What follows belongs to an exercise in optimizing a design on an open flow for small area, a short achievable clock period and few clock cycles per item; a production flow would make more cautious choices.
The RTL was checked by simulation tests, not by an equivalence proof against the original design.
Power is estimated from default activity; no workload was simulated.

Setup of rev 12:
==> flow/design.v (excerpt) <==
module mosaic_scroll_pixel_remap_core (
    input  logic                 clk,
    input  logic                 rst_n,
    input  logic                 start,
    output logic                 busy,
    input  logic                 req_type,
    input  logic [8:0]           dest_x,
    input  logic [7:0]           dest_y,
    input  logic [4:0]           tile_size,
    input  logic [9:0]           cur_scroll_x,
    input  logic [9:0]           snap_scroll_x,
    input  logic [9:0]           cur_scroll_y,
    input  logic [9:0]           snap_scroll_y,
    input  logic                 track_scroll,
    input  logic [31:0]          pixel_in,
    output logic                 done,
    output logic                 write_enable,
    output logic [8:0]           source_x,
    output logic [7:0]           source_y,
    output logic [31:0]          pixel_out,
    input  logic                 cfg_we,
    input  logic [2:0]           cfg_index,
    input  logic [9:0]           cfg_data
);
    logic [8:0] wm1_reg;
    logic [7:0] hm1_reg;
    logic [8:0] m_reg;
    logic [3:0] num_reg;
    logic [3:0] dm1_reg;
    logic       ext_reg;
    logic       keep_reg;    
    logic [3:0] nb_reg;      
    logic       keep_n;
    logic       keep_d;
    assign keep_n = (dm1_reg == 4'd15) || (cfg_data[3:0] > dm1_reg);
    assign keep_d = (cfg_data[3:0] == 4'd0) || (num_reg >= cfg_data[3:0]);
    always_ff @(posedge clk or negedge rst_n)
    begin
        if (!rst_n)
        begin
            wm1_reg  <= 9'd255;
            hm1_reg  <= 8'd223;
            m_reg    <= 9'd64;
            num_reg  <= 4'd15;
            dm1_reg  <= 4'd14;
            ext_reg  <= 1'b0;
            keep_reg <= 1'b1;
            nb_reg   <= 4'd1;
        end
        else if (cfg_we)
        begin
            case (cfg_index)
                3'd0: wm1_reg <= (cfg_data == 10'd0) ? 9'd0
                               : (cfg_data > 10'd512) ? 9'd511 : 9'(cfg_data - 10'd1);
                3'd1: hm1_reg <= (cfg_data[8:0] == 9'd0) ? 8'd0
                               : (cfg_data[8:0] > 9'd256) ? 8'd255 : 8'(cfg_data[8:0] - 9'd1);
                3'd2: m_reg   <= cfg_data[8:0];
                3'd3:
                begin
                    num_reg  <= cfg_data[3:0];
  ...
Size: roughly 2600 cells after synthesis, about 170 I/O pins.
export LEC_CHECK = 0
export ABC_AREA = 1
export CAP_MARGIN = 20
export CORE_MARGIN = 2
export CORE_UTILIZATION = 40
export SETUP_SLACK_MARGIN = 2.15
export SLEW_MARGIN = 20
create_clock -name core_clock -period 5.5 [get_ports {clk}]
standard.sh (not shown) runs the stock make flow with config.mk's settings and CLKGATE_MAP_FILE= SYNTH_SCRIPT=/design/flow/synth_recipe.tcl, a recipe that flattens the netlist after the stock synthesis.
==> flow/flow/run.sh <==
#!/bin/bash
# The standard layout (the standard.sh, unchanged synthesis and steps),
# with two changes to how the layout is made:
#  - buffer_ports buffers every input and output port with
#    sky130_fd_sc_hd__buf_1 instead of the delay cell it picks by default;
#  - clock tree synthesis does not add dummy loads, and clusters up to 16 sinks per leaf buffer.
set -euo pipefail
export BUFFER_PORTS_ARGS="-buffer_cell sky130_fd_sc_hd__buf_1"
export CTS_ARGS="-sink_clustering_enable -repair_clock_nets -dont_use_dummy_load -sink_clustering_size 16 -sink_clustering_max_diameter 60 -buf_list {sky130_fd_sc_hd__clkbuf_8}"
bash standard.sh > standard_flow.log 2>&1
Testbench counts of rev 12, summed over its fixed seeds: cycles 13,184, items 12,800.
## Diff of input files: rev 13 against rev 12
--- a/flow/design.v
+++ b/flow/design.v
@@ -38,73 +38,77 @@
     input  logic [31:0]          pixel_in,
     output logic                 done,
     output logic                 write_enable,
     output logic [8:0]           source_x,
     output logic [7:0]           source_y,
     output logic [31:0]          pixel_out,
     input  logic                 cfg_we,
     input  logic [2:0]           cfg_index,
     input  logic [9:0]           cfg_data
 );
-    logic [8:0] wm1_reg;
-    logic [7:0] hm1_reg;
+    logic [8:0] nwm1_reg;
+    logic [7:0] nhm1_reg;
     logic [8:0] m_reg;
     logic [3:0] num_reg;
     logic [3:0] dm1_reg;
     logic       ext_reg;
     logic       keep_reg;    
-    logic [3:0] nb_reg;      
+    logic [3:0] nbx_reg;     
     logic       keep_n;
     logic       keep_d;
     assign keep_n = (dm1_reg == 4'd15) || (cfg_data[3:0] > dm1_reg);
     assign keep_d = (cfg_data[3:0] == 4'd0) || (num_reg >= cfg_data[3:0]);
     always_ff @(posedge clk or negedge rst_n)
     begin
         if (!rst_n)
         begin
-            wm1_reg  <= 9'd255;
-            hm1_reg  <= 8'd223;
+            nwm1_reg <= ~9'd255;
+            nhm1_reg <= ~8'd223;
             m_reg    <= 9'd64;
             num_reg  <= 4'd15;
             dm1_reg  <= 4'd14;
             ext_reg  <= 1'b0;
             keep_reg <= 1'b1;
-            nb_reg   <= 4'd1;
+            nbx_reg  <= 4'd0;
         end
         else if (cfg_we)
         begin
             case (cfg_index)
-                3'd0: wm1_reg <= (cfg_data == 10'd0) ? 9'd0
-                               : (cfg_data > 10'd512) ? 9'd511 : 9'(cfg_data - 10'd1);
-                3'd1: hm1_reg <= (cfg_data[8:0] == 9'd0) ? 8'd0
-                               : (cfg_data[8:0] > 9'd256) ? 8'd255 : 8'(cfg_data[8:0] - 9'd1);
+                3'd0: nwm1_reg <= ~((cfg_data == 10'd0) ? 9'd0
+                                : (cfg_data > 10'd512) ? 9'd511 : 9'(cfg_data - 10'd1));
+                3'd1: nhm1_reg <= ~((cfg_data[8:0] == 9'd0) ? 8'd0
+                                : (cfg_data[8:0] > 9'd256) ? 8'd255 : 8'(cfg_data[8:0] - 9'd1));
                 3'd2: m_reg   <= cfg_data[8:0];
                 3'd3:
                 begin
                     num_reg  <= cfg_data[3:0];
                     keep_reg <= keep_n;
-                    nb_reg   <= keep_n ? 4'd1 : cfg_data[3:0];
+                    nbx_reg  <= (keep_n ? 4'd1 : cfg_data[3:0]) ^ 4'd1;
                 end
                 3'd4:
                 begin
                     dm1_reg  <= cfg_data[3:0] - 4'd1;
                     keep_reg <= keep_d;
-                    nb_reg   <= keep_d ? 4'd1 : num_reg;
+                    nbx_reg  <= (keep_d ? 4'd1 : num_reg) ^ 4'd1;
                 end
                 3'd5: ext_reg <= cfg_data[0];
                 default: ;
             endcase
         end
     end
     logic [3:0] nb;
     logic [3:0] db;
-    assign nb = nb_reg;
+    logic [8:0] wm1_reg;
+    logic [7:0] hm1_reg;
+    assign nb      = nbx_reg ^ 4'd1;
+    assign wm1_reg = ~nwm1_reg;
+    assign hm1_reg = ~nhm1_reg;
     assign db = dm1_reg & {4{!keep_reg}};
     assign busy = 1'b0;
     logic [3:0]  sm1_e;
     logic [9:0]  dx_e;
     logic [9:0]  dy_e;
     logic [11:0] p0_e;
     logic [11:0] p1_e;
     logic [11:0] p2_e;
     logic [27:0] side_e;
     logic [9:0]  xm_e;
@@ -369,22 +373,22 @@
     logic [8:0]  sx_f;
     logic [7:0]  sy_f;
     logic        we_f;
     logic [10:0] bx_f;
     logic [10:0] by_f;
     always_comb
     begin
         bx_f = side_5[10:0];
         by_f = {q1_5[6:0], r1_5};
         fx_f  = q1_5[7] ? (side_5[15:12] - r0_5) : r0_5;
-        ex_f    = bx_f + {2'b11, ~wm1_reg};
-        ey_f    = by_f + {3'b111, ~hm1_reg};
+        ex_f    = bx_f + {2'b11, nwm1_reg};
+        ey_f    = by_f + {3'b111, nhm1_reg};
         negx_f  = bx_f[10] || (bx_f[9:4] == 6'd0 && bx_f[3:0] < fx_f);
         overx_f = !ex_f[10] && (ex_f[9:4] != 6'd0 || ex_f[3:0] >= fx_f);
         negy_f  = by_f[10] || (by_f[9:4] == 6'd0 && by_f[3:0] < r2_5);
         overy_f = !ey_f[10] && (ey_f[9:4] != 6'd0 || ey_f[3:0] >= r2_5);
         if (overx_f)
             sx_f = wm1_reg;
         else if (negx_f)
             sx_f = 9'd0;
         else
             sx_f = bx_f[8:0] - {5'd0, fx_f};
==> comparison <==
- Row cell area power density: rev 13 lower / rev 12 higher
- Any difference in die area between rev 12 and rev 13 is small enough to ignore.
- met2 wire length, rev 12 and rev 13, higher one = rev 12.
- In terms of global-route wire length before repair, rev 12 and rev 13 differ only marginally.
- Compared with rev 12, rev 13 is more frugal on power.
- On area growth from synthesis to layout, rev 12 and rev 13 are neck and neck.
- Against rev 12 as the reference, rev 13 delivers a higher wire length.
- Rev 12 → rev 13: non-clock buffer share of cell area went down 0.20 points; area share of and/or/nand/nor cells after synthesis went up 0.59 points; HPWL reported at the end of detailed placement went up about 0.7%; number of ordinary and repair buffers in the finished layout went down 2.7%.
Testbench counts of rev 13, summed over its fixed seeds: cycles 13,184, items 12,800.

[port drivers added, routing unchanged]
No port has a modelled driver above. Below, the same layouts with a new extraction and two added sets of constraints. Step 1: set_driving_cell puts a clkbuf_16 on clk and a buf_2 on each other input, an assumption about the parent block. Step 2, shift: input delay + t, output delay - t, t = (earliest + latest rising clock arrival at the registers) / 2. This alone moves slack from input paths to output paths. a / b / c = ideal / step 1 / step 2; a / b = the first two.
run	t (ns)	slack for setup (ns)	worst data-port slew with drivers (ns)	cell pins on the clock port's net
rev 12	0.671	2.250 / 2.250 / 1.670	0.07	1
rev 13	0.631	2.346 / 2.346 / 1.794	0.08	1
After both steps every run listed still meets setup and hold. The setup slack of rev 12, which loses most, moves by 0.000 ns with the drivers and by -0.580 ns with both steps.
